This is an optimization exercise on Yosys and OpenROAD, whose aim is small area, a short achievable clock period and few clock cycles per item, not a production implementation. RTL that was checked went through simulation tests only; none was proved equivalent to the original. Only the layout flow was run in run 2; the RTL was not checked for function there. Power is estimated from default activity; no workload was simulated.

**flow/flow/run.sh**
```bash
#!/bin/bash
set -euo pipefail
sed 's/SETUP_SLACK_MARGIN=[0-9.]*//' standard.sh > standard_margin.sh
echo "export SETUP_SLACK_MARGIN = 6.6" >> config.mk
bash standard_margin.sh > standard.log 2>&1
```
**flow/standard.sh**
```bash
#!/bin/bash
# synth_recipe.tcl (not shown) runs the flow's synth.tcl, then flattens the netlist and writes it again
# the make line also repeats each setting of config.mk as NAME=value (left out here)
make -C /OpenROAD-flow-scripts/flow DESIGN_CONFIG=/design/flow/config.mk WORK_HOME=/design/flow/orfs CLKGATE_MAP_FILE= SYNTH_SCRIPT=/design/flow/synth_recipe.tcl "${@:-finish}"
```
**flow/config.mk**
```make
export PLATFORM = sky130hd
export DESIGN_NAME = replacement_selection_run_generator_unit
export DESIGN_NICKNAME = replacement_selection_run_generator_unit
export VERILOG_FILES = /design/flow/design.v
export SDC_FILE = /design/flow/constraint.sdc
export NUM_CORES = 4
export LEC_CHECK = 0
export CAP_MARGIN = 20
export CORE_MARGIN = 2
export CORE_UTILIZATION = 40
export CTS_CLUSTER_DIAMETER = 100
export CTS_CLUSTER_SIZE = 24
export SLEW_MARGIN = 20
export SETUP_SLACK_MARGIN = 6.6
```
**flow/constraint.sdc**
```tcl
create_clock -name core_clock -period 10.0 [get_ports {i_clk}]
set_input_delay 2.0000 -clock core_clock [delete_from_list [all_inputs] [get_ports {i_clk}]]
set_output_delay 2.0000 -clock core_clock [all_outputs]
set_load 0.01 [all_outputs]
```
**flow/design.v**
```verilog
`default_nettype none
package rsrg_pkg;
    localparam int KEY_W       = 32;
    localparam int HSIZE_W     = 6;
    localparam int MAX_ENTRIES = 32;
    localparam int HSIZE_RESET = 32;
    typedef struct packed {
        logic                    op;
        logic signed [KEY_W-1:0] value;
    } t_in_item;
    typedef struct packed {
        logic signed [KEY_W-1:0] value_res;
        logic                    run_start;
        logic                    last;
    } t_out_item;
    typedef struct packed {
        logic             mark;
        logic [KEY_W-1:0] key;
    } t_entry;
    localparam logic OP_DATA  = 1'b0;
    localparam logic OP_FLUSH = 1'b1;
    typedef enum logic [3:0] {
        S_IDLE,
        S_RM_RD0,
        S_RM_RDL,
        S_RM_LAST,
        S_RM_CHK,
        S_RM_RC1,
        S_RM_RC2,
        S_RM_PLACE,
        S_IN_START,
        S_IN_CHK,
        S_IN_CMP,
        S_IN_PLACE
    } t_state;
    function automatic logic entry_before(t_entry a, t_entry b, logic cur);
        logic ca;
        logic cb;
        ca = (a.mark != cur);
        cb = (b.mark != cur);
        if (ca != cb) begin
            entry_before = !ca;
        end else begin
            entry_before = $signed(a.key) < $signed(b.key);
        end
    endfunction
    function automatic logic key_lt(logic [KEY_W-1:0] a, logic [KEY_W-1:0] b);
        logic [KEY_W-1:0] na;
        logic [KEY_W-1:0] bb;
        logic             x;
        na = ~{~a[KEY_W-1], a[KEY_W-2:0]};
        bb = {~b[KEY_W-1], b[KEY_W-2:0]};
        x  = bb[0] & na[0];
        for (int i = 1; i < KEY_W; i++) begin
            x = (bb[i] & na[i]) | (bb[i] & x) | (na[i] & x);
        end
        key_lt = x;
    endfunction
endpackage
`default_nettype wire
`default_nettype none
`default_nettype wire
`default_nettype none
`default_nettype wire
`default_nettype none
module replacement_selection_run_generator_unit
#(
    parameter int MAX_N = rsrg_pkg::MAX_ENTRIES
) (
    input  wire logic               i_clk,
    input  wire logic               i_rst_n,
    input  wire logic               i_in_valid,
    output logic                    o_in_ready,
    input  wire rsrg_pkg::t_in_item           i_in_item,
    output logic                    o_out_valid,
    input  wire logic               i_out_ready,
    output rsrg_pkg::t_out_item               o_out_item,
    input  wire logic               i_cfg_we,
    input  wire logic [rsrg_pkg::HSIZE_W-1:0] i_cfg_data
);
    localparam int N  = 32;
    localparam int KW = rsrg_pkg::KEY_W;
    logic          r_pv;
    logic          r_pop;
    logic [KW-1:0] r_pkey;
    logic [5:0]    r_peff;     
    logic          r_qv;
    logic          r_qop;
    logic [KW-1:0] r_qkey;
    logic          r_qfull;    
    logic [N-1:0]  r_d;        
    logic [N-1:0]  r_v;
    logic [N-1:0]  r_m;
    logic [KW-1:0] r_k [0:N-1];
    logic          r_cur;
    logic          r_any;
    logic [5:0]    r_cnt;
    logic [rsrg_pkg::HSIZE_W-1:0] r_hs;
    logic          r_rdy;
    logic          r_upd, r_kins, r_shift, r_pmove;
    logic [5:0]    r_old;      
    logic [N-1:0]  om;         
    logic          r_ocur;     
    logic          r_oany;
    logic          r_o0v, r_o1v;
    logic [KW+1:0] r_o0, r_o1;
    logic          old, key_q, fl_q, space;
    logic          do_ins, do_pins, do_rot, ins_ov, pop_old;
    logic          fl_empty, fl_start;
    logic          upd, kins, shift_all, consume, push, take, p_move;
    logic [KW+1:0] push_data;
    logic [5:0]    n_cnt;
    logic [5:0]    eff;
    assign old   = (r_old != 6'd0);
    always_comb begin
        for (int j = 0; j < N; j++) begin
            om[j] = (r_old > 6'(j));
        end
    end
    assign key_q = r_qv && !r_qop;
    assign fl_q  = r_qv && r_qop;
    assign space = !r_o1v;
    assign pop_old  = old && space;
    assign ins_ov   = old && key_q && !r_qfull && space;
    assign do_ins   = !old && key_q && !r_qfull && !r_v[0];
    assign do_pins  = !old && key_q && r_qfull && r_v[0] && space;
    assign fl_empty = fl_q && (r_cnt == 6'd0);
    assign fl_start = !old && fl_q && (r_cnt != 6'd0) && r_v[0];
    assign do_rot   = !old && ((key_q && (r_qfull ? !r_v[0] : r_v[0]))
                            || (fl_q && (r_cnt != 6'd0) && !r_v[0]));
    assign upd       = do_ins || do_pins || pop_old;
    assign kins      = do_ins || do_pins || ins_ov;
    assign shift_all = do_rot;
    assign consume   = kins || fl_empty || fl_start;
    assign push      = do_pins || pop_old;
    assign push_data = old
        ? {r_k[0], (!r_oany || (r_m[0] != r_ocur)), (r_old == 6'd1)}
        : {r_k[0], (!r_any || (r_m[0] != r_cur)), 1'b0};
    assign p_move     = r_pv && (!r_qv || consume);
    assign o_in_ready = r_rdy;
    assign take       = i_in_valid && r_rdy;
    always_comb begin
        n_cnt = r_cnt;
        if (do_ins || ins_ov) n_cnt = r_cnt + 6'd1;
        if (fl_start) n_cnt = 6'd0;
    end
    always_comb begin
        if (r_hs == '0) eff = 6'd1;
        else if (r_hs > 6'd32) eff = 6'd32;
        else eff = r_hs;
    end
    logic [N-1:0] cls;     
    logic [N-1:0] lt;      
    logic         cur_n;   
    logic         cls_n;   
    logic         mark_n;
    assign cur_n  = r_qfull ? r_m[0] : r_cur;
    assign cls_n  = r_qfull && r_d[0];
    assign mark_n = cur_n ^ cls_n;
    always_comb begin
        lt[0] = 1'b1;
        cls   = r_m ^ {N{cur_n}};
        for (int j = 1; j < N; j++) begin
            if (om[j]) lt[j] = 1'b1;
            else if (!r_kins) lt[j] = 1'b0;
            else if (!r_v[j]) lt[j] = !r_qfull;
            else if (cls_n) lt[j] = !cls[j] || !r_d[j];
            else lt[j] = !cls[j] && !r_d[j];
        end
    end
    logic [N-1:0] sel_nb, sel_new, sel_hold;
    always_comb begin
        for (int i = 0; i < N - 1; i++) begin
            sel_nb[i]  = r_shift || (r_upd && lt[i + 1]);
            sel_new[i] = r_upd && lt[i] && !lt[i + 1];
        end
        sel_nb[N-1]  = r_shift;
        sel_new[N-1] = r_upd && lt[N-1];
        sel_hold     = ~(sel_nb | sel_new);
    end
    always_ff @(posedge i_clk) begin
        for (int i = 0; i < N; i++) begin
            r_k[i] <= ({KW{sel_hold[i]}} & r_k[i])
                    | ({KW{sel_nb[i]}}   & r_k[(i + 1) % N])
                    | ({KW{sel_new[i]}}  & r_qkey);
            r_m[i] <= (sel_hold[i] & r_m[i])
                    | (sel_nb[i]   & r_m[(i + 1) % N])
                    | (sel_new[i]  & mark_n);
        end
    end
    always_ff @(posedge i_clk) begin
        if (!i_rst_n) begin
            r_v <= '0;
        end else begin
            for (int i = 0; i < N; i++) begin
                if (sel_nb[i]) begin
                    r_v[i] <= r_v[(i + 1) % N];
                end else if (sel_new[i]) begin
                    r_v[i] <= r_kins;
                end
            end
        end
    end
    logic [N-1:0] c;       
    logic         cy;      
    logic [N-1:0] d_next;
    logic [N-1:0] dq_next;   
    always_comb begin
        for (int j = 0; j < N; j++) begin
            dq_next[j] = (sel_hold[j] & r_d[j]) | (sel_nb[j] & r_d[(j + 1) % N]);
        end
        for (int j = 0; j < N; j++) begin
            c[j] = rsrg_pkg::key_lt(r_pkey, r_k[j]);
        end
        cy = rsrg_pkg::key_lt(r_pkey, r_qkey);
        for (int j = 0; j < N; j++) begin
            d_next[j] = (sel_hold[j] & c[j]) | (sel_nb[j] & c[(j + 1) % N]) | (sel_new[j] & cy);
        end
    end
    logic n_pv, n_qv, n_qop, n_qfull, n_old, n_v0, n_o1v;
    logic n_key, n_fl, n_consume, n_upd, n_kins, n_shift, n_pmove;
    assign n_pv    = take || (r_pv && !p_move);
    assign n_qv    = p_move || (r_qv && !consume);
    assign n_qop   = p_move ? r_pop : r_qop;
    assign n_qfull = p_move ? (n_cnt >= r_peff) : r_qfull;
    assign n_key   = n_qv && !n_qop;
    assign n_fl    = n_qv && n_qop;
    assign n_old   = fl_start || (pop_old ? (r_old != 6'd1) : old);
    always_comb begin
        if (old) n_v0 = n_old || (n_cnt == 6'd32);
        else if (do_ins) n_v0 = (r_cnt == 6'd31);
        else if (do_pins) n_v0 = 1'b1;
        else if (shift_all) n_v0 = r_v[1];
        else n_v0 = r_v[0];
    end
    assign n_o1v = r_o1v ? !i_out_ready : (r_o0v && !i_out_ready && push);
    assign n_kins = n_key && (n_old ? (!n_qfull && !n_o1v)
                                    : (n_qfull ? (n_v0 && !n_o1v) : !n_v0));
    assign n_upd  = n_old ? !n_o1v
                          : (n_key && (n_qfull ? (n_v0 && !n_o1v) : !n_v0));
    assign n_shift = !n_old && ((n_key && (n_qfull ? !n_v0 : n_v0))
                             || (n_fl && (n_cnt != 6'd0) && !n_v0));
    assign n_consume = n_kins || (n_fl && ((n_cnt == 6'd0) || (!n_old && n_v0)));
    assign n_pmove = n_pv && (!n_qv || n_consume);
    always_ff @(posedge i_clk) begin
        if (!i_rst_n) begin
            r_pv  <= 1'b0;
            r_qv  <= 1'b0;
            r_cur <= 1'b0;
            r_any <= 1'b0;
            r_cnt <= '0;
            r_hs  <= rsrg_pkg::HSIZE_RESET[rsrg_pkg::HSIZE_W-1:0];
            r_rdy <= 1'b1;
            r_upd   <= 1'b0;
            r_kins  <= 1'b0;
            r_shift <= 1'b0;
            r_pmove <= 1'b0;
            r_old   <= '0;
            r_o0v <= 1'b0;
            r_o1v <= 1'b0;
        end else begin
            r_cnt <= n_cnt;
            r_rdy <= !n_pv || !n_qv || n_consume;
            r_upd   <= n_upd;
            r_kins  <= n_kins;
            r_shift <= n_shift;
            r_pmove <= n_pmove;
            if (do_pins) begin
                r_cur <= r_m[0];
                r_any <= 1'b1;
            end
            if (fl_empty || fl_start) begin
                r_cur <= 1'b0;
                r_any <= 1'b0;
            end
            if (fl_start) begin
                r_old  <= r_cnt;
                r_ocur <= r_cur;
                r_oany <= r_any;
            end else if (pop_old) begin
                r_old  <= r_old - 6'd1;
                r_ocur <= r_m[0];
                r_oany <= 1'b1;
            end
            r_pv <= n_pv;
            r_qv <= n_qv;
            if (i_cfg_we) begin
                r_hs <= i_cfg_data;
            end
            r_o1v <= n_o1v;
            if (!r_o1v && r_o0v && i_out_ready && !push) r_o0v <= 1'b0;
            if (!r_o0v && push) r_o0v <= 1'b1;
        end
    end
    always_ff @(posedge i_clk) begin
        if (take) begin
            r_pop  <= i_in_item.op;
            r_pkey <= i_in_item.value;
            r_peff <= eff;
        end
        if (r_pmove) begin
            r_qop   <= r_pop;
            r_qkey  <= r_pkey;
            r_qfull <= (n_cnt >= r_peff);
            r_d     <= d_next;
        end else begin
            r_d     <= dq_next;
        end
        if (r_o1v) begin
            if (i_out_ready) r_o0 <= r_o1;
        end else if (r_o0v) begin
            if (i_out_ready && push) r_o0 <= push_data;
            if (!i_out_ready && push) r_o1 <= push_data;
        end else begin
            if (push) r_o0 <= push_data;
        end
    end
    assign o_out_valid = r_o0v;
    assign o_out_item  = r_o0;
endmodule
`default_nettype wire
```
==> results.py, run 1 <==
metrics = {
    "critical_path": {
        "cp.arrival_ns": 4.22,
        "startpoint_type": "flip-flop",
        "critPathKind": "flip-flop to flip-flop",
        "path_max_fanout": 4,
        "cp-end-kind": "flip-flop",
        "r2r-start": "r_old[5]$_SDFFE_PN0N_",
        "reg2reg_slack_ns": 6.48,
        "required_ns": 10.69,
        "reg2reg_to": "r_pmove$_SDFF_PN0_",
        "rr_worst_depth": 16,
    },
    "detailed_routing": {
        "num_vias": 68900,
        "routed_wl_mm": 314,
        "dr.first_iter.drc_count": 11200,
        "detail-route-antenna-nets": 0,
        "drc": 0,
        "viasPerCell": 6.65,
        "wire_per_inst_um": 30.3,
        "first_pass_iters": 13,
    },
    "worst_hold_path": {
        "hold_end": "r_k[5][12]$_DFF_P_",
        "hold_start": "r_k[5][12]$_DFF_P_",
        "min_path_type": "flip-flop to flip-flop",
        "whs_path_depth": 2,
    },
    "logic_synthesis": {
        "synth_edf_count": 143,
        "synth_flop_cell": "dfxtp_1",
        "synth-seq-cells": 1292,
        "yosysTopAreaCell": "dfxtp_1",
        "synth_compound_area_frac": 0.286,
        "synthArstFlopShare": 0,
        "synthTopCellsByArea": "dfxtp_1 34%, nand2_1 8.4%, a22oi_1 8.3%",
        "synthCells": 8259,
        "syn_nets": 8314,
        "yosys.area_share.adder": 0.0505,
        "synth_top_area_share": 0.337,
        "synth_xor_area_frac": 0.00642,
        "avgSynthCellArea_um2": 8.26,
        "ys_seq_area_frac": 0.400,
        "synthesis.area_um2": 68200,
        "synth_mux_area_frac": 0.0121,
        "synthSimpleGateAreaFrac": 0.175,
        "synth_top_family_by_area": "compound AO/OA/AOI/OAI gates",
        "ys_warn_count": 2,
        "synth_cell_types": 108,
    },
    "grt": {
        "antenna_found_initial": 10,
        "grt_pass1_wl_mm": 438,
        "grtUsageTotal": 0.335,
        "grt_max_degree": 73,
        "grt_pass1_vias": 63200,
        "overflow": 0,
    },
    "floorplan": {
        "core_um2": 169000,
        "die_w_um": 417,
        "io_pins": 80,
        "start_util": 0.403,
        "rows": 151,
        "die_h_um": 417,
        "die-area_um2": 174000,
    },
    "placement": {
        "post-dp-hpwl_mm": 202,
        "port_buffers": 79,
        "place_inst": 10100,
        "place.gp.congestion": 1.01,
    },
    "timing": {
        "tns_ns": 0,
        "setup_viol_count_final": 0,
        "max_freq_mhz": 284,
        "final_hold_viol_count": 0,
        "worstMarginPinSlew_ns": 1.09,
        "fin_skew_ns": 0.0454,
        "rsz0062_at_grt": "yes",
        "fin_crit_ns": 3.52,
        "relSlewSlack": 0.275,
        "slew_viol_final": 0,
        "finalCritPeriodShare": 0.352,
    },
    "cts": {
        "clockBufferDepth": 3,
        "hold_buffers": 0,
        "h-tree-depth": 2,
        "clock-sinks": 1292,
        "tritoncts": "built",
        "cts_buffers": 60,
        "clk_latency_ns": 0.77,
        "cts_root_buf": "clkbuf_16",
        "path_clk_slew_ns": 0.10,
    },
    "final_layout": {
        "fillCellCount": 16400,
        "syn_to_final_growth_pct": 13.4,
        "nets": 8166,
        "most-common-layout-cells": "1520 x nand2_1, 1133 x dfxtp_1, 753 x a22oi_1, 419 x inv_1, 376 x nor2_1",
        "layout-drive-gt1-share": 0.114,
        "final_cell_count_no_fill": 10400,
        "final_common_cell": "nand2_1",
    },
    "power": {
        "power.density_nw_per_um2": 347,
        "p_leak_nw": 30.7,
        "ir_drop_mv": 0.317,
    },
    "status": {
        "status": "no timing/DRC/antenna violations",
    },
    "run": {
        "drv_cap": 0,
    },
}
repair_timing:
item / in CTS / in global routing
hold endpoints to repair: 0 / 0
setup buffers: 105 / 66
cloned: 18 / 19
setup endpoints to repair: 1076 / 506
pin swaps: 69 / 84
resized for setup: 456 / 244
cell type report:
| type | instances | area (µm²) | share of cell area |
|---|---|---|---|
| clock inverters | 4 | 42.5 | 0.000550 |
| repair buffers | 526 | 5930 | 0.0766 |
| diodes | 6 | 15.0 | 0.000194 |
| clock buffers | 96 | 1680 | 0.0217 |
| inverters | 466 | 1870 | 0.0242 |
| multi-input cells | 5765 | 37700 | 0.487 |
| flip-flops and latches | 1292 | 27300 | 0.353 |
| well taps | 2218 | 2780 | 0.0359 |
synthesized netlist by cell type, drive strengths merged (15+ instances only):
library cell / number
nor3: 188
a21oi: 284
nand2: 1536
a221o: 342
o21a: 15
a22oi: 753
nor2b: 160
xor2: 23
o31ai: 22
o2111ai: 28
inv: 459
a31oi: 40
o22ai: 168
mux2i: 50
edfxtp: 143
nand3: 39
nor4: 22
a2bb2oi: 15
a222oi: 81
nand2b: 225
buf: 235
o221ai: 76
clkbuf: 507
a21o: 40
a211oi: 61
nor3b: 21
a22o: 73
and3: 15
mux2: 29
dfxtp: 1149
a2111oi: 33
a211o: 19
o21ai: 283
maj3: 329
xnor2: 27
a221oi: 79
o211ai: 51
and2: 23
nor2: 429
report_power, final:
group	total, mW	switching [mW]	leakage (nW)	internal (mW)
combinational	13.7	8.38	18.9	5.36
clock	3.01	1.85	0.828	1.16
sequential	10.1	2.54	11.0	7.58
metal layers:
metal,vias up,share of wire,GRT usage
met1,33300,0.40,0.450
met3,874,0.13,0.0749
li1,29800,-,-
met4,8,0.067,0.198
met5,-,0.00019,0
met2,4868,0.41,0.489
flip-flops by register name, indices dropped and copies added, names as in the netlist, 32 cells and up:
register  flops
r_d          32
r_v          32
r_qkey       32
r_m          32
r_o1         34
r_pkey       32
r_o0         34
r_k        1024
through the flow:
| step | setup WS [ns] | hold slack [ns] | instance area (µm²) | power [mW] | utilization |
|---|---|---|---|---|---|
| global placement | 4.94 | 0.432 | 70900 | 21.9 | 0.418 |
| global route | 6.33 | 0.473 | 77300 | 28.2 | 0.456 |
| floorplan | 6.39 | 0.421 | 68300 | 17.8 | - |
| CTS | 6.39 | 0.450 | 75400 | 25.8 | 0.445 |
| detailed placement | 5.41 | 0.434 | 71000 | 22.1 | 0.419 |
| finish | 6.48 | 0.447 | 77400 | 26.9 | 0.456 |
kinds of logic after synthesis:
group | after synthesis
mux | 79
simple gates | 2706
buf+inv | 1208
xor+xnor | 50
compound gates | 2584
fa+ha+maj | 340
flops | 1292
how the worst max path moves through the flow:
stage | start | end | slack, ns | cells past startpoint
floorplan | i_out_ready | r_kins$_SDFF_PN0_ | 6.39 | 5
global placement | r_pkey[21]$_DFFE_PP_ | r_d[0]$_DFF_P_ | 4.94 | 11
detailed placement | r_pkey[21]$_DFFE_PP_ | r_d[0]$_DFF_P_ | 5.41 | 11
CTS | r_old[5]$_SDFFE_PN0N_ | r_rdy$_SDFF_PN1_ | 6.39 | 18
global route | r_old[5]$_SDFFE_PN0N_ | r_pmove$_SDFF_PN0_ | 6.33 | 18
finish | r_old[5]$_SDFFE_PN0N_ | r_pmove$_SDFF_PN0_ | 6.48 | 16
critical path, stage by stage (launching register included):
cell and delay, ns:
dfxtp_4 0.39, buf_8 0.13, or3_4 0.46, o21ai_4 0.16, and3_4 0.24, xnor2_2 0.11
nand2_2 0.09, ha_4 0.21, nand2b_4 0.12, a21o_1 0.14, a21o_1 0.14, a21o_1 0.21
a211oi_4 0.28, o31ai_4 0.13, o31a_1 0.30, o211a_1 0.23, nor2b_2 0.10
Testbench counts, summed over its fixed seeds: cycles 11,496, items 11,216.
==> run 2, diff against run 1 <==
--- a/flow/design.v
+++ b/flow/design.v
@@ -96,13 +96,16 @@
     logic          r_any;
     logic [5:0]    r_cnt;
     logic [rsrg_pkg::HSIZE_W-1:0] r_hs;
-    logic          r_rdy;
+    logic          r_rdy;      
+    logic          r_nrdy;     
     logic          r_upd, r_kins, r_shift, r_pmove;
     logic [5:0]    r_old;      
     logic [N-1:0]  om;         
     logic          r_ocur;     
     logic          r_oany;
-    logic          r_o0v, r_o1v;
+    logic          r_o0v, r_o1v;   
+    logic          r_no0v;         
+    logic          o0v;
     logic [KW+1:0] r_o0, r_o1;
     logic          old, key_q, fl_q, space;
     logic          do_ins, do_pins, do_rot, ins_ov, pop_old;
@@ -138,7 +141,8 @@
         : {r_k[0], (!r_any || (r_m[0] != r_cur)), 1'b0};
     assign p_move     = r_pv && (!r_qv || consume);
     assign o_in_ready = r_rdy;
-    assign take       = i_in_valid && r_rdy;
+    assign take       = i_in_valid && !r_nrdy;
+    assign o0v        = !r_no0v;
     always_comb begin
         n_cnt = r_cnt;
         if (do_ins || ins_ov) n_cnt = r_cnt + 6'd1;
@@ -222,26 +226,42 @@
     assign n_pv    = take || (r_pv && !p_move);
     assign n_qv    = p_move || (r_qv && !consume);
     assign n_qop   = p_move ? r_pop : r_qop;
-    assign n_qfull = p_move ? (n_cnt >= r_peff) : r_qfull;
+    logic c0, c31, c32, pge0, pge1, inc, n_c0, n_c32, n_pfull;
+    assign c0    = (r_cnt == 6'd0);
+    assign c31   = (r_cnt == 6'd31);
+    assign c32   = (r_cnt == 6'd32);
+    assign pge0  = (r_cnt >= r_peff);
+    assign pge1  = ({1'b0, r_cnt} + 7'd1 >= {1'b0, r_peff});
+    assign inc   = do_ins || ins_ov;
+    assign n_c0  = fl_start || (!inc && c0);
+    assign n_c32 = !fl_start && (inc ? c31 : c32);
+    assign n_pfull = !fl_start && (inc ? pge1 : pge0);
+    assign n_qfull = p_move ? n_pfull : r_qfull;
     assign n_key   = n_qv && !n_qop;
     assign n_fl    = n_qv && n_qop;
     assign n_old   = fl_start || (pop_old ? (r_old != 6'd1) : old);
     always_comb begin
-        if (old) n_v0 = n_old || (n_cnt == 6'd32);
-        else if (do_ins) n_v0 = (r_cnt == 6'd31);
+        if (old) n_v0 = n_old || n_c32;
+        else if (do_ins) n_v0 = c31;
         else if (do_pins) n_v0 = 1'b1;
         else if (shift_all) n_v0 = r_v[1];
         else n_v0 = r_v[0];
     end
-    assign n_o1v = r_o1v ? !i_out_ready : (r_o0v && !i_out_ready && push);
+    logic n_o0v;
+    assign n_o1v = r_o1v ? !i_out_ready : (o0v && !i_out_ready && push);
+    assign n_o0v = o0v ? !(!r_o1v && i_out_ready && !push) : push;
     assign n_kins = n_key && (n_old ? (!n_qfull && !n_o1v)
                                     : (n_qfull ? (n_v0 && !n_o1v) : !n_v0));
     assign n_upd  = n_old ? !n_o1v
                           : (n_key && (n_qfull ? (n_v0 && !n_o1v) : !n_v0));
     assign n_shift = !n_old && ((n_key && (n_qfull ? !n_v0 : n_v0))
-                             || (n_fl && (n_cnt != 6'd0) && !n_v0));
-    assign n_consume = n_kins || (n_fl && ((n_cnt == 6'd0) || (!n_old && n_v0)));
+                             || (n_fl && !n_c0 && !n_v0));
+    assign n_consume = n_kins || (n_fl && (n_c0 || (!n_old && n_v0)));
     assign n_pmove = n_pv && (!n_qv || n_consume);
+    logic o0_ld1, o0_ldp, o0_hold;
+    assign o0_ld1  = r_o1v && i_out_ready;
+    assign o0_ldp  = !r_o1v && push && (!o0v || i_out_ready);
+    assign o0_hold = !(o0_ld1 || o0_ldp);
     always_ff @(posedge i_clk) begin
         if (!i_rst_n) begin
             r_pv  <= 1'b0;
@@ -251,16 +271,19 @@
             r_cnt <= '0;
             r_hs  <= rsrg_pkg::HSIZE_RESET[rsrg_pkg::HSIZE_W-1:0];
             r_rdy <= 1'b1;
+            r_nrdy <= 1'b0;
             r_upd   <= 1'b0;
             r_kins  <= 1'b0;
             r_shift <= 1'b0;
             r_pmove <= 1'b0;
             r_old   <= '0;
             r_o0v <= 1'b0;
+            r_no0v <= 1'b1;
             r_o1v <= 1'b0;
         end else begin
             r_cnt <= n_cnt;
             r_rdy <= !n_pv || !n_qv || n_consume;
+            r_nrdy <= n_pv && n_qv && !n_consume;
             r_upd   <= n_upd;
             r_kins  <= n_kins;
             r_shift <= n_shift;
@@ -288,12 +311,12 @@
                 r_hs <= i_cfg_data;
             end
             r_o1v <= n_o1v;
-            if (!r_o1v && r_o0v && i_out_ready && !push) r_o0v <= 1'b0;
-            if (!r_o0v && push) r_o0v <= 1'b1;
+            r_o0v  <= n_o0v;
+            r_no0v <= !n_o0v;
         end
     end
     always_ff @(posedge i_clk) begin
-        if (take) begin
+        if (!r_nrdy) begin
             r_pop  <= i_in_item.op;
             r_pkey <= i_in_item.value;
             r_peff <= eff;
@@ -301,19 +324,17 @@
         if (r_pmove) begin
             r_qop   <= r_pop;
             r_qkey  <= r_pkey;
-            r_qfull <= (n_cnt >= r_peff);
+            r_qfull <= n_pfull;
             r_d     <= d_next;
         end else begin
             r_d     <= dq_next;
         end
-        if (r_o1v) begin
-            if (i_out_ready) r_o0 <= r_o1;
-        end else if (r_o0v) begin
-            if (i_out_ready && push) r_o0 <= push_data;
-            if (!i_out_ready && push) r_o1 <= push_data;
-        end else begin
-            if (push) r_o0 <= push_data;
+        if (!r_o1v) begin
+            r_o1 <= push_data;
         end
+        r_o0 <= ({(KW+2){o0_hold}} & r_o0)
+              | ({(KW+2){o0_ld1}}  & r_o1)
+              | ({(KW+2){o0_ldp}}  & push_data);
     end
     assign o_out_valid = r_o0v;
     assign o_out_item  = r_o0;
==> results.py, run 2 <==
metrics = {
    "detailed_routing": {
        "num_vias": 70200,
        "routed_wl_mm": 317,
        "wire_per_inst_um": 30.0,
        "first_pass_iters": 7,
        "dr.first_iter.drc_count": 10800,
        "detail-route-antenna-nets": 0,
        "viasPerCell": 6.65,
        "drc": 0,
    },
    "logic_synthesis": {
        "synth_xor_area_frac": 0.00696,
        "synth_cell_types": 98,
        "synthArstFlopShare": 0,
        "ys_warn_count": 2,
        "synthesis.area_um2": 68000,
        "synthCells": 8442,
        "synth_compound_area_frac": 0.276,
        "synth_flop_cell": "dfxtp_1",
        "synth_edf_count": 109,
        "avgSynthCellArea_um2": 8.05,
        "synth_top_family_by_area": "compound AO/OA/AOI/OAI gates",
        "yosys.area_share.adder": 0.0562,
        "synth-seq-cells": 1294,
        "syn_nets": 8503,
        "yosysTopAreaCell": "dfxtp_1",
        "ys_seq_area_frac": 0.397,
        "yosysMostFrequentCell": "nand2_1",
        "synthTopCellsByArea": "dfxtp_1 35%, nand2_1 11%, a22oi_1 11%",
        "synthSimpleGateAreaFrac": 0.193,
        "synth_mux_area_frac": 0.00675,
        "synth_top_area_share": 0.349,
        "synth_common_cells": "2048 x nand2_1, 1185 x dfxtp_1, 960 x a22oi_1",
    },
    "critical_path": {
        "cp-startpoint": "r_kins$_SDFF_PN0_",
        "slowest_stage": "dfxtp_4",
        "crit_chain": "buf_6 -> nand2_2 -> o211ai_1 -> o21bai_2 -> buf_8 -> nand2_4 -> nor2_4 -> buf_12 -> nor2_2 -> buf_6 -> a221oi_1 -> o22ai_1",
        "cp.arrival_ns": 4.09,
        "path_max_fanout": 42,
        "max_stage_delay_ns": 0.62,
        "r2r-start": "r_kins$_SDFF_PN0_",
        "endpoint": "r_d[11]$_DFF_P_",
        "critPathKind": "flip-flop to flip-flop",
        "worst-path-stages": 12,
        "startpoint_type": "flip-flop",
        "cp_num_buf_inv": 4,
        "cp-end-kind": "flip-flop",
        "required_ns": 10.62,
        "path_common_cell": "buf_6",
        "reg2reg_slack_ns": 6.53,
        "worst_path_dominant_cell_family": "buffers and inverters",
        "rr_worst_depth": 12,
        "reg2reg_to": "r_d[11]$_DFF_P_",
    },
    "final_layout": {
        "final_area_um2": 77300,
        "regMostFlops": "r_k",
        "final_common_cell": "nand2_1",
        "syn_to_final_growth_pct": 13.7,
        "most-common-layout-cells": "2037 x nand2_1, 1170 x dfxtp_1, 960 x a22oi_1, 303 x inv_1, 303 x maj3_1",
        "final_cell_count_no_fill": 10500,
        "reg.largest.list": "r_k: 1024 flops, r_o0: 34 flops, r_o1: 34 flops",
        "final_util": 0.457,
        "layout-drive-gt1-share": 0.110,
        "largest_register_ffs": 1024,
        "nets": 8341,
    },
    "grt": {
        "grt_pass1_vias": 64500,
        "grt_pass1_wl_mm": 445,
        "grt_use_met1": 0.438,
        "overflow": 0,
        "antenna_found_initial": 13,
        "use_met3": 0.0790,
        "top_usage_layer": "met2",
        "use_met2": 0.523,
        "grtUsageTotal": 0.340,
        "grt_max_degree": 57,
    },
    "placement": {
        "place_inst": 10200,
        "place.gp.congestion": 0.989,
        "pre_cts_slack_ns": 5.42,
        "post-dp-hpwl_mm": 199,
        "port_buffers": 79,
        "placed_area_um2": 70600,
    },
    "timing": {
        "slew_viol_final": 0,
        "setup_viol_count_final": 0,
        "max_freq_mhz": 288,
        "fin_skew_ns": 0.0466,
        "fin_crit_ns": 3.47,
        "worstMarginPinSlew_ns": 1.18,
        "whs_ns": 0.445,
        "final_hold_viol_count": 0,
        "finalCritPeriodShare": 0.347,
        "relSlewSlack": 0.213,
        "tns_ns": 0,
        "setup_slack_ns": 6.53,
        "rsz0062_at_grt": "yes",
    },
    "cts": {
        "clock-sinks": 1294,
        "clockBufferDepth": 3,
        "path_clk_slew_ns": 0.11,
        "clk_latency_ns": 0.74,
        "tritoncts": "built",
        "cts_buffers": 66,
        "cts_root_buf": "clkbuf_16",
        "h-tree-depth": 3,
    },
    "worst_hold_path": {
        "min_path_type": "flip-flop to flip-flop",
    },
    "floorplan": {
        "io_pins": 80,
        "die_w_um": 416,
        "die-area_um2": 173000,
        "rows": 151,
        "core_um2": 169000,
        "start_util": 0.402,
        "die_h_um": 416,
    },
    "run": {
        "drv_cap": 0,
    },
    "power": {
        "power.density_nw_per_um2": 329,
        "p_leak_nw": 31.2,
        "power.total_mw": 25.4,
        "ir_drop_mv": 0.178,
    },
    "status": {
        "status": "no timing/DRC/antenna violations",
    },
}
run 2: cell count changes in the layout (fill, tap and decap cells not counted), sizes merged, moves of 26 or more:
cell / previous run / this run
o21ai: 284 / 252
a22oi: 753 / 961
nor3: 188 / 149
a221o: 342 / 207
maj3: 329 / 355
nor2: 432 / 326
dfxtp: 1149 / 1185
a21oi: 284 / 233
inv: 448 / 335
edfxtp: 143 / 109
a222oi: 81 / 55
nand2: 1538 / 2048
a21boi: 11 / 40
run 2: final cells by class:
| cell class | instances | area, µm² |
|---|---|---|
| antenna | 7 | 17.5 |
| clock buffer | 98 | 1830 |
| clock inverter | 12 | 169 |
| fill | 16500 | 91800 |
| inverter | 340 | 1420 |
| multi-input combinational | 6083 | 38200 |
| sequential | 1294 | 27000 |
| tap | 2218 | 2780 |
| timing repair buffer | 493 | 5830 |
| timing repair inverter | 2 | 17.5 |
run 2: report_power, final:
group / switching (mW) / leakage (nW) / internal (mW)
sequential: 2.63 / 11.0 / 7.44
combinational: 7.37 / 19.3 / 4.70
clock: 1.95 / 0.965 / 1.34
run 2: worst min path at each step:
stage / startpoint / to / slack (ns) / cells past startpoint
after floorplan: r_pkey[11]$_DFFE_PN_ / r_qkey[11]$_DFFE_PP_ / 0.42 / 0
after global placement: r_k[6][31]$_DFF_P_ / r_k[6][31]$_DFF_P_ / 0.43 / 2
after detailed placement: r_o0[12]$_DFF_P_ / r_o0[12]$_DFF_P_ / 0.43 / 2
after global routing: r_k[29][2]$_DFF_P_ / r_k[29][2]$_DFF_P_ / 0.47 / 2
after CTS: r_o0[12]$_DFF_P_ / r_o0[12]$_DFF_P_ / 0.45 / 2
final: r_o0[21]$_DFF_P_ / r_o0[21]$_DFF_P_ / 0.45 / 2
run 2: worst min-delay path, delay by kind of cell (launching register included):
| family | cells | cell delay, ns |
|---|---|---|
| flops | 1 | 0.32 |
| simple gates | 2 | 0.09 |
run 2: cell families (layout without fill, tap and decap cells):
family | count (synthesis) | after routing
mux | 45 | 45
simple gates | 3054 | 3079
buf+inv | 1091 | 945
compound gates | 2532 | 2533
flops | 1294 | 1294
other cells | 0 | 7
xor+xnor | 54 | 54
fa+ha+maj | 372 | 372
run 2: layer usage:
metal	routed length (µm)	share of wire
met1	121000	0.38
met2	137000	0.43
met3	37200	0.12
met4	22100	0.070
met5	88	0.00028
run 2: timing repair:
item / in CTS / in global routing
setup endpoints to repair: 1140 / 774
cloned: 31 / 18
resized for setup: 425 / 267
hold buffers: 0 / 0
setup buffers: 80 / 85
pin swaps: 44 / 75
endpoints found under the hold margin: 0 / 0
==> run 3, diff against run 2 <==
--- a/flow/design.v
+++ b/flow/design.v
@@ -180,7 +180,9 @@
         end
         sel_nb[N-1]  = r_shift;
         sel_new[N-1] = r_upd && lt[N-1];
-        sel_hold     = ~(sel_nb | sel_new);
+        for (int i = 0; i < N; i++) begin
+            sel_hold[i] = !r_shift && !(r_upd && lt[i]);
+        end
     end
     always_ff @(posedge i_clk) begin
         for (int i = 0; i < N; i++) begin
==> results.py, run 3 <==
metrics = {
    "logic_synthesis": {
        "synth_cell_types": 91,
        "synth-seq-cells": 1294,
        "synth_flop_cell": "dfxtp_1",
        "synth_common_cells": "1242 x inv_1, 1185 x dfxtp_1, 1009 x a222oi_1",
        "ys_seq_area_frac": 0.399,
        "synthTopCellsByArea": "dfxtp_1 35%, a222oi_1 15%, inv_1 6.9%",
        "synth_top_area_share": 0.351,
        "yosysTopAreaCell": "dfxtp_1",
        "synthArstFlopShare": 0,
        "synth_edf_count": 109,
        "avgSynthCellArea_um2": 8.68,
        "synthCells": 7792,
        "synthesis.area_um2": 67600,
        "ys_warn_count": 2,
        "syn_nets": 7853,
        "yosysMostFrequentCell": "inv_1",
    },
    "detailed_routing": {
        "wire_per_inst_um": 33.6,
        "dr.first_iter.drc_count": 18800,
        "viasPerCell": 7.16,
        "num_vias": 70500,
        "detail-route-antenna-nets": 0,
        "first_pass_iters": 17,
        "routed_wl_mm": 331,
        "drc": 0,
    },
    "timing": {
        "finalCritPeriodShare": 0.348,
        "slew_viol_final": 0,
        "fin_crit_ns": 3.48,
        "max_freq_mhz": 287,
        "relSlewSlack": 0.189,
        "setup_viol_count_final": 0,
        "tns_ns": 0,
        "rsz0062_at_grt": "yes",
        "final_hold_viol_count": 0,
        "fin_skew_ns": 0.0650,
        "whs_ns": 0.419,
        "worstMarginPinSlew_ns": 1.22,
    },
    "final_layout": {
        "most-common-layout-cells": "1224 x inv_1, 1169 x dfxtp_1, 1009 x a222oi_1, 335 x nand2_1, 286 x maj3_1",
        "reg.largest.list": "r_k: 1024 flops, r_o0: 34 flops, r_o1: 34 flops",
        "nets": 7649,
        "largest_register_ffs": 1024,
        "multi_input_area_um2": 34200,
        "layout-drive-gt1-share": 0.102,
        "final_common_cell": "inv_1",
        "fillCellCount": 16100,
        "regArea_um2": 27000,
        "syn_to_final_growth_pct": 13.0,
        "regMostFlops": "r_k",
    },
    "power": {
        "pwr-share-comb": 0.453,
        "p_leak_nw": 32.1,
        "pwr-share-seq": 0.422,
        "power.total_mw": 26.8,
        "power.internal_mw": 14.5,
        "pwr-share-clk": 0.125,
        "switching_share": 0.459,
        "ir_drop_mv": 0.168,
        "switchingPower_mw": 12.3,
        "power.density_nw_per_um2": 351,
    },
    "floorplan": {
        "core_um2": 168000,
        "rows": 150,
        "die-area_um2": 172000,
        "start_util": 0.404,
        "die_h_um": 415,
        "die_w_um": 415,
        "io_pins": 80,
    },
    "grt": {
        "grt_pass1_wl_mm": 455,
        "grtUsageTotal": 0.354,
        "antenna_found_initial": 22,
        "grt_max_degree": 76,
        "grt_pass1_vias": 62800,
        "overflow": 0,
    },
    "critical_path": {
        "cp-end-kind": "flip-flop",
        "crit_chain": "buf_4 -> inv_2 -> buf_6 -> a22oi_2 -> o211ai_1 -> a21oi_1 -> a21oi_1 -> o31ai_4 -> buf_6 -> buf_12 -> nor3_1 -> a211oi_1 -> o21a_1 -> a221oi_1",
        "startpoint_type": "flip-flop",
        "slowest_stage": "a22oi_2",
        "required_ns": 10.61,
        "critPathKind": "flip-flop to flip-flop",
        "cp_num_buf_inv": 5,
        "cp.arrival_ns": 4.09,
        "worst_path_dominant_cell_family": "compound AO/OA/AOI/OAI gates",
        "path_max_fanout": 33,
        "max_stage_delay_ns": 0.58,
    },
    "status": {
        "status": "no timing/DRC/antenna violations",
    },
    "cts": {
        "clock-sinks": 1294,
        "hold_buffers": 0,
        "clk_latency_ns": 0.76,
        "tritoncts": "built",
        "cts_root_buf": "clkbuf_16",
        "cts_buffers": 67,
        "h-tree-depth": 3,
        "clockBufferDepth": 3,
        "path_clk_slew_ns": 0.11,
    },
    "placement": {
        "port_buffers": 79,
        "post-dp-hpwl_mm": 200,
        "place.gp.congestion": 1.01,
    },
    "worst_hold_path": {
        "min_path_type": "flip-flop to flip-flop",
    },
    "run": {
        "drv_cap": 0,
    },
}
[run 3: changes by cell type after synthesis, moves of 85 or more]
cell      previous run  this run
nand2_1           2048       337
a222oi_1            55      1009
inv_1              321      1242
a22oi_1            960       179
a221o_1            207        32
clkbuf_1           499       643
nor3_1             148        57
buf_2              139        54
[run 3: power by group through the flow]
stage	clock network, mW	logic (mW)	registers, mW
2_1_floorplan	0	8.36	9.73
6_report	3.34	12.2	11.3
3_5_place_dp	0	11.0	11.1
3_3_place_gp	0	10.7	11.1
5_1_grt	3.50	13.1	11.4
4_1_cts	3.34	11.4	11.0
[run 3: cell families after synthesis]
group           after synthesis  synth area share
buf+inv                    2027             0.114
compound gates             2686             0.322
simple gates               1339            0.0997
flops                      1294             0.399
mux                          64           0.00966
xor+xnor                     65           0.00842
fa+ha+maj                   317            0.0476
[run 3: layout make-up]
cell class / count / area share
Antenna cell: 17 / 0.000557
Clock buffer: 97 / 0.0242
Clock inverter: 14 / 0.00255
Inverter: 1262 / 0.0639
Multi-Input combinational cell: 4483 / 0.447
Sequential cell: 1294 / 0.354
Tap cell: 2204 / 0.0361
Timing Repair Buffer: 477 / 0.0716
Timing Repair inverter: 3 / 0.000344
[run 3: what timing repair did]
item	in CTS	in global routing
gates cloned	25	14
buffers inserted	68	67
endpoints found under the setup margin	915	452
pin swaps	20	66
gates resized for setup	369	180
[run 3: worst register-to-register path, delay by kind of cell (launching register included)]
kind | cells | cell delay, ns
AO/OA/AOI/OAI | 8 | 1.92
buffers and inverters | 5 | 1.03
flip-flops | 1 | 0.34
AND/OR/NAND/NOR | 1 | 0.09
[run 3: final timing paths]
kind / start / end / slack [ns] / depth (start not counted)
setup / recovery: r_pkey[23]$_DFFE_PN_ / r_d[17]$_DFF_P_ / 6.52 / 14
hold / removal: r_o1[4]$_DFFE_PN_ / r_o0[4]$_DFF_P_ / 0.42 / 2
setup reg to reg: r_pkey[23]$_DFFE_PN_ / r_d[17]$_DFF_P_ / 6.52 / 14
hold reg to reg: r_o1[4]$_DFFE_PN_ / r_o0[4]$_DFF_P_ / 0.42 / 2
[run 3: per-stage QoR]
step | instance area, µm² | worst slack (ns) | util | instances
2_1_floorplan | 67600 | 6.91 | - | 7792
6_report | 76400 | 6.52 | 0.456 | 9851
3_5_place_dp | 70400 | 5.56 | 0.420 | 9549
3_3_place_gp | 70400 | 5.57 | 0.420 | 9549
4_1_cts | 74700 | 6.54 | 0.446 | 9753
5_1_grt | 76400 | 6.44 | 0.456 | 9837
[run 3: routing by layer]
| metal | track usage | wire length (µm) | vias to the layer above |
|---|---|---|---|
| met5 | 0 | 163 | - |
| met4 | 0.240 | 26100 | 26 |
| met3 | 0.114 | 50900 | 1183 |
| met2 | 0.504 | 134000 | 5988 |
| li1 | - | - | 29100 |
| met1 | 0.452 | 120000 | 34200 |
Testbench counts of run 3, summed over its fixed seeds: cycles 11,496, items 11,216.
==> run 4, diff against run 3 <==
==> flow/flow/run.sh (replaced) <==
#!/bin/bash
set -euo pipefail
sed 's/SETUP_SLACK_MARGIN=[0-9.]*//' standard.sh > standard_margin.sh
echo "export SETUP_SLACK_MARGIN = 6.8" >> config.mk
bash standard_margin.sh > standard.log 2>&1
--- a/flow/config.mk
+++ b/flow/config.mk
@@ -11,4 +11,5 @@
 export CTS_CLUSTER_DIAMETER = 100
 export CTS_CLUSTER_SIZE = 24
 export SLEW_MARGIN = 20
-export SETUP_SLACK_MARGIN = 6.6
+export TNS_END_PERCENT = 10
+export SETUP_SLACK_MARGIN = 6.8
==> results.py, run 4 <==
metrics = {
    "detailed_routing": {
        "wire_per_inst_um": 33.9,
        "num_vias": 70500,
        "routed_wl_mm": 335,
        "dr.first_iter.drc_count": 18500,
        "viasPerCell": 7.14,
        "detail-route-antenna-nets": 0,
        "drc": 0,
        "first_pass_iters": 19,
    },
    "floorplan": {
        "die_h_um": 415,
        "rows": 150,
        "io_pins": 80,
        "start_util": 0.404,
        "die_w_um": 415,
        "die-area_um2": 172000,
        "core_um2": 168000,
    },
    "critical_path": {
        "reg2reg_to": "r_d[18]$_DFF_P_",
        "cp-startpoint": "r_qkey[2]$_DFFE_PP_",
        "cp_num_buf_inv": 3,
        "worst_path_dominant_cell_family": "compound AO/OA/AOI/OAI gates",
        "rr_worst_depth": 11,
        "max_stage_delay_ns": 0.40,
        "endpoint": "r_d[18]$_DFF_P_",
        "r2r-start": "r_qkey[2]$_DFFE_PP_",
        "critPathKind": "flip-flop to flip-flop",
        "cp.arrival_ns": 4.04,
        "slowest_stage": "or3_1",
        "cp-end-kind": "flip-flop",
        "startpoint_type": "flip-flop",
        "required_ns": 10.64,
        "worst-path-stages": 11,
        "reg2reg_slack_ns": 6.60,
        "crit_chain": "buf_6 -> inv_1 -> o22ai_1 -> o221ai_2 -> a221o_1 -> a211oi_2 -> o31ai_4 -> buf_12 -> or3_1 -> a31o_2 -> a221oi_1",
        "path_max_fanout": 20,
    },
    "timing": {
        "max_freq_mhz": 294,
        "setup_viol_count_final": 0,
        "final_hold_viol_count": 0,
        "setup_slack_ns": 6.60,
        "slew_viol_final": 0,
        "rsz0062_at_grt": "yes",
        "fin_crit_ns": 3.40,
        "fin_skew_ns": 0.0648,
        "worstMarginPinSlew_ns": 1.15,
        "relSlewSlack": 0.230,
        "tns_ns": 0,
        "finalCritPeriodShare": 0.340,
    },
    "cts": {
        "clockBufferDepth": 3,
        "clk_latency_ns": 0.77,
        "path_clk_slew_ns": 0.11,
        "clock-sinks": 1294,
        "cts_buffers": 67,
        "cts_root_buf": "clkbuf_16",
        "h-tree-depth": 3,
        "tritoncts": "built",
    },
    "grt": {
        "grt_pass1_vias": 63300,
        "grtUsageTotal": 0.358,
        "antenna_found_initial": 18,
        "grt_max_degree": 76,
        "overflow": 0,
        "grt_pass1_wl_mm": 460,
    },
    "logic_synthesis": {
        "yosysMostFrequentCell": "inv_1",
        "synth-seq-cells": 1294,
        "synthTopCellsByArea": "dfxtp_1 35%, a222oi_1 15%, inv_1 6.9%",
        "synthesis.area_um2": 67600,
        "avgSynthCellArea_um2": 8.68,
        "yosysTopAreaCell": "dfxtp_1",
        "synth_edf_count": 109,
        "synth_top_area_share": 0.351,
        "ys_seq_area_frac": 0.399,
        "synth_cell_types": 91,
        "syn_nets": 7853,
        "synthCells": 7792,
        "synth_flop_cell": "dfxtp_1",
        "ys_warn_count": 2,
        "synth_common_cells": "1242 x inv_1, 1185 x dfxtp_1, 1009 x a222oi_1",
        "synthArstFlopShare": 0,
    },
    "placement": {
        "pre_cts_slack_ns": 5.56,
        "place.gp.congestion": 1.01,
        "post-dp-hpwl_mm": 200,
        "placed_area_um2": 70400,
        "port_buffers": 79,
    },
    "final_layout": {
        "syn_to_final_growth_pct": 14.2,
        "layout-drive-gt1-share": 0.115,
        "final_util": 0.461,
        "most-common-layout-cells": "1221 x inv_1, 1165 x dfxtp_1, 1009 x a222oi_1, 334 x nand2_1, 277 x nor2_1",
        "regMostFlops": "r_k",
        "final_area_um2": 77300,
        "reg.largest.list": "r_k: 1024 flops, r_o0: 34 flops, r_o1: 34 flops",
        "largest_register_ffs": 1024,
        "final_common_cell": "inv_1",
        "nets": 7680,
    },
    "power": {
        "p_leak_nw": 32.5,
        "pwr-share-comb": 0.458,
        "power.internal_mw": 14.6,
        "ir_drop_mv": 0.174,
        "pwr-share-seq": 0.419,
        "switchingPower_mw": 12.4,
        "pwr-share-clk": 0.124,
        "switching_share": 0.459,
        "power.density_nw_per_um2": 350,
        "power.total_mw": 27.0,
    },
    "run": {
        "drv_cap": 0,
    },
    "worst_hold_path": {
        "min_path_type": "flip-flop to flip-flop",
    },
    "status": {
        "status": "no timing/DRC/antenna violations",
    },
}
run 4: what timing repair did:
| action | CTS | global route |
|---|---|---|
| endpoints found under the setup margin | 1030 | 791 |
| buffers inserted | 102 | 58 |
| endpoints found under the hold margin | 0 | 0 |
| gates resized for setup | 477 | 221 |
| hold buffers | 0 | 0 |
| pin swaps | 43 | 62 |
| gates cloned | 29 | 16 |
run 4: kinds of logic after synthesis:
group / Yosys count / synth area share
XOR/XNOR: 65 / 0.00842
flip-flops: 1294 / 0.399
adder cells (fa/ha/maj): 317 / 0.0476
AND/OR/NAND/NOR: 1339 / 0.0997
buffers and inverters: 2027 / 0.114
multiplexers: 64 / 0.00966
AO/OA/AOI/OAI: 2686 / 0.322
run 4: worst min path at each step:
stage / slack (ns) / depth (start not counted) / to / start
final: 0.41 / 2 / r_o0[4]$_DFF_P_ / r_o1[4]$_DFFE_PN_
after CTS: 0.42 / 2 / r_o0[4]$_DFF_P_ / r_o1[4]$_DFFE_PN_
after global routing: 0.45 / 2 / r_o0[11]$_DFF_P_ / r_o0[11]$_DFF_P_
after global placement: 0.44 / 2 / r_o0[23]$_DFF_P_ / r_o0[23]$_DFF_P_
after floorplan: 0.42 / 0 / r_qkey[11]$_DFFE_PP_ / r_pkey[11]$_DFFE_PN_
after detailed placement: 0.43 / 2 / r_o0[11]$_DFF_P_ / r_o0[11]$_DFF_P_
run 4: cell type report:
class	instances	area, µm²
timing repair inverter	3	28.8
fill	16000	90300
timing repair buffer	505	5940
inverter	1262	4920
sequential	1294	27000
tap	2204	2760
antenna	12	30.0
multi-input combinational	4486	34500
clock inverter	14	195
clock buffer	97	1850
run 4: power groups by stage:
stage	sequential [mW]	combinational, mW	clock, mW
after detailed placement	11.1	11.0	0
after global placement	11.1	10.7	0
after CTS	11.0	11.6	3.34
after floorplan	9.73	8.36	0
final	11.3	12.4	3.34
after global routing	11.4	13.3	3.51
run 4: worst register-to-register path, stage by stage, from the launching register on:
cell,delay [ns]
edfxtp_1,0.35
buf_6,0.31
inv_1,0.24
o22ai_1,0.28
o221ai_2,0.22
a221o_1,0.37
a211oi_2,0.27
o31ai_4,0.13
buf_12,0.19
or3_1,0.42
a31o_2,0.26
a221oi_1,0.23
run 4: metrics by stage:
step | instances | hold WS (ns)
6_report | 9877 | 0.409
4_1_cts | 9791 | 0.419
3_5_place_dp | 9549 | 0.434
2_1_floorplan | 7792 | 0.421
3_3_place_gp | 9549 | 0.439
5_1_grt | 9867 | 0.454
run 4: routing by layer:
metal	vias up	wire [µm]	global-route usage
li1	29200	-	-
met1	34100	120000	0.456
met2	5933	134000	0.505
met3	1224	53000	0.115
met4	14	27800	0.263
met5	-	97	0
==> run 5, diff against run 4 <==
--- a/flow/config.mk
+++ b/flow/config.mk
@@ -7,7 +7,7 @@
 export LEC_CHECK = 0
 export CAP_MARGIN = 20
 export CORE_MARGIN = 2
-export CORE_UTILIZATION = 40
+export CORE_UTILIZATION = 50
 export CTS_CLUSTER_DIAMETER = 100
 export CTS_CLUSTER_SIZE = 24
 export SLEW_MARGIN = 20
==> results.py, run 5 <==
metrics = {
    "placement": {
        "pre_cts_slack_ns": 5.55,
        "post-dp-hpwl_mm": 184,
        "port_buffers": 79,
        "place.gp.congestion": 0.941,
        "placed_area_um2": 69600,
    },
    "logic_synthesis": {
        "yosysTopAreaCell": "dfxtp_1",
        "ys_seq_area_frac": 0.399,
        "synthesis.area_um2": 67600,
        "ys_warn_count": 2,
        "synthTopCellsByArea": "dfxtp_1 35%, a222oi_1 15%, inv_1 6.9%",
        "synthCells": 7792,
        "synth_cell_types": 91,
        "synth_flop_cell": "dfxtp_1",
        "synth_common_cells": "1242 x inv_1, 1185 x dfxtp_1, 1009 x a222oi_1",
        "syn_nets": 7853,
        "synthArstFlopShare": 0,
        "avgSynthCellArea_um2": 8.68,
        "synth_edf_count": 109,
        "synth_top_area_share": 0.351,
        "synth-seq-cells": 1294,
        "yosysMostFrequentCell": "inv_1",
    },
    "power": {
        "power.density_nw_per_um2": 348,
        "p_leak_nw": 32.6,
        "ir_drop_mv": 0.169,
    },
    "critical_path": {
        "rr_worst_depth": 11,
        "crit_chain": "buf_4 -> nor2b_1 -> or4_4 -> a211oi_4 -> nand3_2 -> a2111oi_4 -> nor3_4 -> o31a_1 -> o221a_1 -> o21a_1 -> a311oi_1",
        "max_stage_delay_ns": 0.57,
        "cp-startpoint": "r_pkey[21]$_DFFE_PN_",
        "worst_path_dominant_cell_family": "compound AO/OA/AOI/OAI gates",
        "cp.arrival_ns": 4.24,
        "required_ns": 10.65,
        "r2r-start": "r_pkey[21]$_DFFE_PN_",
        "slowest_stage": "or4_4",
        "critPathKind": "flip-flop to flip-flop",
        "cp-end-kind": "flip-flop",
        "reg2reg_slack_ns": 6.40,
        "endpoint": "r_d[14]$_DFF_P_",
        "path_max_fanout": 19,
        "reg2reg_to": "r_d[14]$_DFF_P_",
        "startpoint_type": "flip-flop",
        "worst-path-stages": 11,
        "cp_num_buf_inv": 1,
    },
    "timing": {
        "relSlewSlack": 0.144,
        "fin_skew_ns": 0.0582,
        "setup_slack_ns": 6.40,
        "setup_viol_count_final": 0,
        "worstMarginPinSlew_ns": 1.28,
        "fin_crit_ns": 3.60,
        "final_hold_viol_count": 0,
        "finalCritPeriodShare": 0.360,
        "tns_ns": 0,
        "rsz0062_at_grt": "yes",
        "slew_viol_final": 0,
        "max_freq_mhz": 278,
    },
    "final_layout": {
        "layout-drive-gt1-share": 0.124,
        "most-common-layout-cells": "1222 x inv_1, 1159 x dfxtp_1, 1009 x a222oi_1, 335 x nand2_1, 289 x buf_4",
        "final_common_cell": "inv_1",
        "largest_register_ffs": 1024,
        "regMostFlops": "r_k",
        "nets": 7680,
        "reg.largest.list": "r_k: 1024 flops, r_o0: 34 flops, r_o1: 34 flops",
        "final_area_um2": 77200,
        "syn_to_final_growth_pct": 14.1,
    },
    "detailed_routing": {
        "drc": 0,
        "num_vias": 67700,
        "viasPerCell": 7.18,
        "wire_per_inst_um": 31.6,
        "first_pass_iters": 17,
        "dr.first_iter.drc_count": 15600,
        "routed_wl_mm": 298,
        "detail-route-antenna-nets": 0,
    },
    "floorplan": {
        "start_util": 0.506,
        "die-area_um2": 138000,
        "io_pins": 80,
        "core_um2": 134000,
        "die_w_um": 372,
        "rows": 134,
        "die_h_um": 372,
    },
    "run": {
        "drv_cap": 0,
    },
    "cts": {
        "tritoncts": "built",
        "h-tree-depth": 2,
        "cts_buffers": 61,
        "cts_root_buf": "clkbuf_16",
        "clk_latency_ns": 0.79,
        "path_clk_slew_ns": 0.10,
        "clock-sinks": 1294,
        "clockBufferDepth": 3,
    },
    "grt": {
        "overflow": 0,
        "grt_pass1_wl_mm": 421,
        "grt_max_degree": 67,
        "grtUsageTotal": 0.405,
        "grt_pass1_vias": 61000,
        "antenna_found_initial": 9,
    },
    "worst_hold_path": {
        "hold_start": "r_o0[30]$_DFF_P_",
        "min_path_type": "flip-flop to flip-flop",
    },
    "status": {
        "status": "no timing/DRC/antenna violations",
    },
}
## run 5: cells by family after synthesis
group	after synthesis	synth area share
xor gates and xnor gates	65	0.00842
AOI/OAI and AO/OA	2686	0.322
muxes	64	0.00966
buffers and inverters	2027	0.114
and+or+nand+nor	1339	0.0997
DFF	1294	0.399
adders and majority gates	317	0.0476
## run 5: worst min-delay path by stage
stage	slack (ns)	cells after the start	to
floorplan	0.42	0	r_qkey[11]$_DFFE_PP_
global placement	0.43	2	r_o0[27]$_DFF_P_
detailed placement	0.44	2	r_o0[30]$_DFF_P_
CTS	0.45	2	r_o0[30]$_DFF_P_
global route	0.46	2	r_o0[31]$_DFF_P_
finish	0.44	2	r_o0[30]$_DFF_P_
## run 5: stage by stage
step                hold WS [ns]  power (mW)   util  std cells
floorplan                  0.421        18.1      -       7792
CTS                        0.447        25.9  0.565       9360
global placement           0.429        21.8  0.520       9082
global route               0.460        28.2  0.577       9430
finish                     0.442        26.8  0.577       9434
detailed placement         0.435        22.0  0.520       9082
## run 5: routing by layer
metal / track usage / routed length, µm / part of all wire
met5: 0 / 47 / 0.00016
met4: 0.261 / 23200 / 0.078
met3: 0.0874 / 35700 / 0.12
met2: 0.613 / 129000 / 0.43
met1: 0.522 / 110000 / 0.37
## run 5: where the power goes
group          switching [mW]  leakage (nW)  internal, mW  total (mW)
sequential               3.25          11.1          7.86        11.1
clock                    1.86         0.861          1.20        3.06
combinational            7.13          20.6          5.52        12.7
## run 5: layout make-up
class	instances	area, µm²
clock buffers	95	1690
diodes	6	15.0
multi-input cells	4478	35000
fillers	11900	56600
well taps	1768	2210
flip-flops and latches	1294	27100
clock inverters	9	114
inverters	1262	4960
repair buffers	519	6070
repair inverters	3	28.8
## run 5: what timing repair did
item                                    CTS  global route
gates resized for setup                 634           173
hold buffers                              0             0
pin swaps                               134            95
cloned                                   34            16
setup buffers                           140            50
endpoints found under the setup margin  890           811
hold endpoints to repair                  0             0
## run 5: tightest hold or removal path, stage by stage, from the launching register on
cell and delay, ns:
dfxtp_1 0.32, nand2_1 0.05, nand2_1 0.04
==> run 6, diff against run 5 <==
==> flow/flow/run.sh (replaced) <==
#!/bin/bash
set -euo pipefail
sed 's/SETUP_SLACK_MARGIN=[0-9.]*//' standard.sh > standard_margin.sh
echo "export SETUP_SLACK_MARGIN = 6.9" >> config.mk
bash standard_margin.sh > standard.log 2>&1
--- a/flow/config.mk
+++ b/flow/config.mk
@@ -7,9 +7,9 @@
 export LEC_CHECK = 0
 export CAP_MARGIN = 20
 export CORE_MARGIN = 2
-export CORE_UTILIZATION = 50
+export CORE_UTILIZATION = 40
 export CTS_CLUSTER_DIAMETER = 100
 export CTS_CLUSTER_SIZE = 24
 export SLEW_MARGIN = 20
-export TNS_END_PERCENT = 10
-export SETUP_SLACK_MARGIN = 6.8
+export TNS_END_PERCENT = 5
+export SETUP_SLACK_MARGIN = 6.9
==> results.py, run 6 <==
metrics = {
    "detailed_routing": {
        "first_pass_iters": 20,
        "wire_per_inst_um": 33.8,
        "dr.first_iter.drc_count": 18600,
        "detail-route-antenna-nets": 0,
        "drc": 0,
        "routed_wl_mm": 334,
        "viasPerCell": 7.13,
        "num_vias": 70500,
    },
    "critical_path": {
        "reg2reg_slack_ns": 6.60,
        "crit_chain": "buf_12 -> buf_16 -> buf_4 -> clkinvlp_4 -> buf_4 -> a22oi_2 -> o221ai_2 -> a32oi_2 -> maj3_2 -> maj3_2 -> maj3_2 -> a211o_1 -> o221a_2 -> a21oi_2",
        "rr_worst_depth": 14,
        "path_max_fanout": 6,
        "r2r-start": "r_pkey[0]$_DFFE_PN_",
        "startpoint_type": "flip-flop",
        "path_common_cell": "maj3_2",
        "critPathKind": "flip-flop to flip-flop",
        "cp_num_buf_inv": 5,
        "worst_path_dominant_cell_family": "compound AO/OA/AOI/OAI gates",
        "reg2reg_to": "r_d[5]$_DFF_P_",
        "slowest_stage": "edfxtp_1",
        "cp.arrival_ns": 4.10,
        "max_stage_delay_ns": 0.43,
        "cp-end-kind": "flip-flop",
        "required_ns": 10.71,
    },
    "floorplan": {
        "die-area_um2": 172000,
        "start_util": 0.404,
        "core_um2": 168000,
        "rows": 150,
        "io_pins": 80,
        "die_h_um": 415,
        "die_w_um": 415,
    },
    "final_layout": {
        "most-common-layout-cells": "1222 x inv_1, 1144 x dfxtp_1, 1009 x a222oi_1, 334 x nand2_1, 279 x buf_4",
        "largest_register_ffs": 1024,
        "layout-drive-gt1-share": 0.120,
        "final_cell_count_no_fill": 9898,
        "nets": 7701,
        "syn_to_final_growth_pct": 14.3,
        "fillCellCount": 16000,
        "final_area_um2": 77300,
        "final_common_cell": "inv_1",
        "regMostFlops": "r_k",
        "reg.largest.list": "r_k: 1024 flops, r_o0: 34 flops, r_o1: 34 flops",
    },
    "timing": {
        "max_freq_mhz": 294,
        "relSlewSlack": 0.218,
        "final_hold_viol_count": 0,
        "slew_viol_final": 0,
        "setup_viol_count_final": 0,
        "finalCritPeriodShare": 0.340,
        "worstMarginPinSlew_ns": 1.17,
        "tns_ns": 0,
        "rsz0062_at_grt": "yes",
        "fin_crit_ns": 3.40,
        "setup_slack_ns": 6.60,
        "fin_skew_ns": 0.0608,
    },
    "status": {
        "status": "no timing/DRC/antenna violations",
    },
    "logic_synthesis": {
        "yosysTopAreaCell": "dfxtp_1",
        "synthArstFlopShare": 0,
        "synth_flop_cell": "dfxtp_1",
        "synthTopCellsByArea": "dfxtp_1 35%, a222oi_1 15%, inv_1 6.9%",
        "ys_warn_count": 2,
        "synthesis.area_um2": 67600,
        "synth-seq-cells": 1294,
        "synth_cell_types": 91,
        "ys_seq_area_frac": 0.399,
        "synth_top_area_share": 0.351,
        "synth_common_cells": "1242 x inv_1, 1185 x dfxtp_1, 1009 x a222oi_1",
        "yosysMostFrequentCell": "inv_1",
        "syn_nets": 7853,
        "synth_edf_count": 109,
        "avgSynthCellArea_um2": 8.68,
        "synthCells": 7792,
    },
    "grt": {
        "grt_pass1_vias": 63400,
        "grtUsageTotal": 0.363,
        "antenna_found_initial": 12,
        "top_usage_layer": "met2",
        "use_met2": 0.510,
        "use_met3": 0.120,
        "grt_max_degree": 76,
        "grt_pass1_wl_mm": 465,
        "overflow": 0,
        "grt_use_met1": 0.460,
    },
    "cts": {
        "clk_latency_ns": 0.77,
        "cts_buffers": 67,
        "cts_root_buf": "clkbuf_16",
        "path_clk_slew_ns": 0.11,
        "tritoncts": "built",
        "clock-sinks": 1294,
        "clockBufferDepth": 3,
        "h-tree-depth": 3,
    },
    "power": {
        "power.total_mw": 27.0,
        "power.density_nw_per_um2": 349,
        "ir_drop_mv": 0.166,
        "p_leak_nw": 32.6,
    },
    "placement": {
        "placed_area_um2": 70400,
        "place.gp.congestion": 1.01,
        "post-dp-hpwl_mm": 200,
        "port_buffers": 79,
        "place_inst": 9549,
        "pre_cts_slack_ns": 5.56,
    },
    "worst_hold_path": {
        "hold_start": "r_o1[4]$_DFFE_PN_",
        "min_path_type": "flip-flop to flip-flop",
        "hold_end": "r_o0[4]$_DFF_P_",
        "whs_path_depth": 2,
    },
    "run": {
        "drv_cap": 0,
    },
}
[run 6: cell types whose count changed in the layout (fill, tap and decap cells not counted), sizes merged, moves of 2 or more]
| cell | previous run | this run |
|---|---|---|
| dlygate4sd2 | 19 | 0 |
| nor2 | 316 | 318 |
| inv | 1255 | 1261 |
| clkbuf | 110 | 105 |
| diode | 6 | 12 |
| bufbuf | 21 | 15 |
| clkinvlp | 6 | 4 |
| buf | 417 | 449 |
| clkdlybuf4s15 | 4 | 14 |
[run 6: timing repair]
item,in CTS,in global routing
hold buffers,0,0
buffers inserted,123,61
endpoints found under the setup margin,1139,954
resized for setup,598,144
gates cloned,33,9
hold endpoints to repair,0,0
pin swaps,71,50
[run 6: worst register-to-register path, delay by kind of cell (launching register included)]
family          cells  cell delay, ns
flops               1            0.43
compound gates      6            1.16
buf+inv             5            0.81
fa+ha+maj           3            0.94
[run 6: worst max path at each step]
stage	depth (start not counted)	endpoint	start
after detailed placement	5	r_o0[1]$_DFF_P_	i_out_ready
after global placement	5	r_o0[1]$_DFF_P_	i_out_ready
after global routing	11	r_d[14]$_DFF_P_	r_pkey[20]$_DFFE_PN_
after floorplan	6	r_o0[10]$_DFF_P_	i_out_ready
after CTS	1	o_out_item[33]	r_o0[33]$_DFF_P_
final	14	r_d[5]$_DFF_P_	r_pkey[0]$_DFFE_PN_
[run 6: through the flow]
step	hold slack (ns)	util
after floorplan	0.421	-
after global placement	0.439	0.420
after detailed placement	0.434	0.420
after CTS	0.419	0.453
after global routing	0.457	0.461
final	0.406	0.461
[run 6: kinds of logic after synthesis]
kind of cell,share of synthesized area
adders and majority gates,0.0476
muxes,0.00966
xor gates and xnor gates,0.00842
buffers and inverters,0.114
and+or+nand+nor,0.0997
AOI/OAI and AO/OA,0.322
DFF,0.399
[run 6: area by class of cell]
class	count	area, µm²	share of cell area
tap	2204	2760	0.0357
sequential	1294	27100	0.350
clock inverter	14	195	0.00252
clock buffer	97	1850	0.0240
multi-input combinational	4484	34400	0.444
timing repair inverter	2	17.5	0.000227
timing repair buffer	529	6110	0.0791
antenna	12	30.0	0.000388
inverter	1262	4920	0.0637
[run 6: per-layer routing]
metal  vias to the layer above  part of all wire  wire [µm]
met5                         -          0.000093         31
met2                      5912              0.40     134000
met3                      1231              0.16      52700
li1                      29200                 -          -
met4                         4             0.087      29100
met1                     34200              0.36     119000
[run 6: report_power, final]
group	leakage [nW]	internal, mW	switching [mW]	total [mW]
Clock	0.982	1.36	1.98	3.34
Combinational	20.5	5.43	6.91	12.3
Sequential	11.1	7.85	3.47	11.3
Total	32.6	14.6	12.4	27.0

==> afterwards: timing with drivers on the ports <==
In the flow no input, the clock included, has a driving cell. The finished layouts below were timed again as built, in two steps.
Step 1, drivers: a clkbuf_16 drives i_clk and a buf_2 each remaining input, both assumed.
Step 2 times the ports against the registers' clock, not the clock port: input delays grow and output delays shrink by t, the midpoint of the rising clock arrivals with the driver on.
a / b / c = no drivers / after step 1 / after step 2; a / b = the first two.
| run | t, ns | slack for setup (ns) | clock arrival spread, ns | worst slew at a driven data input, ns |
|---|---|---|---|---|
| run 1 | 0.827 | 6.476 / 6.476 / 5.802 | 0.048 / 0.049 | 0.05 |
| run 2 | 0.810 | 6.526 / 6.526 / 5.970 | 0.048 / 0.048 | 0.07 |
| run 3 | 0.818 | 6.521 / 6.521 / 5.859 | 0.066 / 0.065 | 0.07 |
| run 4 | 0.818 | 6.604 / 6.558 / 5.938 | 0.066 / 0.066 | 0.06 |
| run 5 | 0.843 | 6.404 / 6.404 / 5.734 | 0.063 / 0.064 | 0.22 |
| run 6 | 0.821 | 6.601 / 6.601 / 5.999 | 0.062 / 0.062 | 0.07 |
After both steps every run listed still meets setup and hold. The setup slack of run 1, which loses most, moves by 0.000 ns with the drivers and by -0.674 ns with both steps.
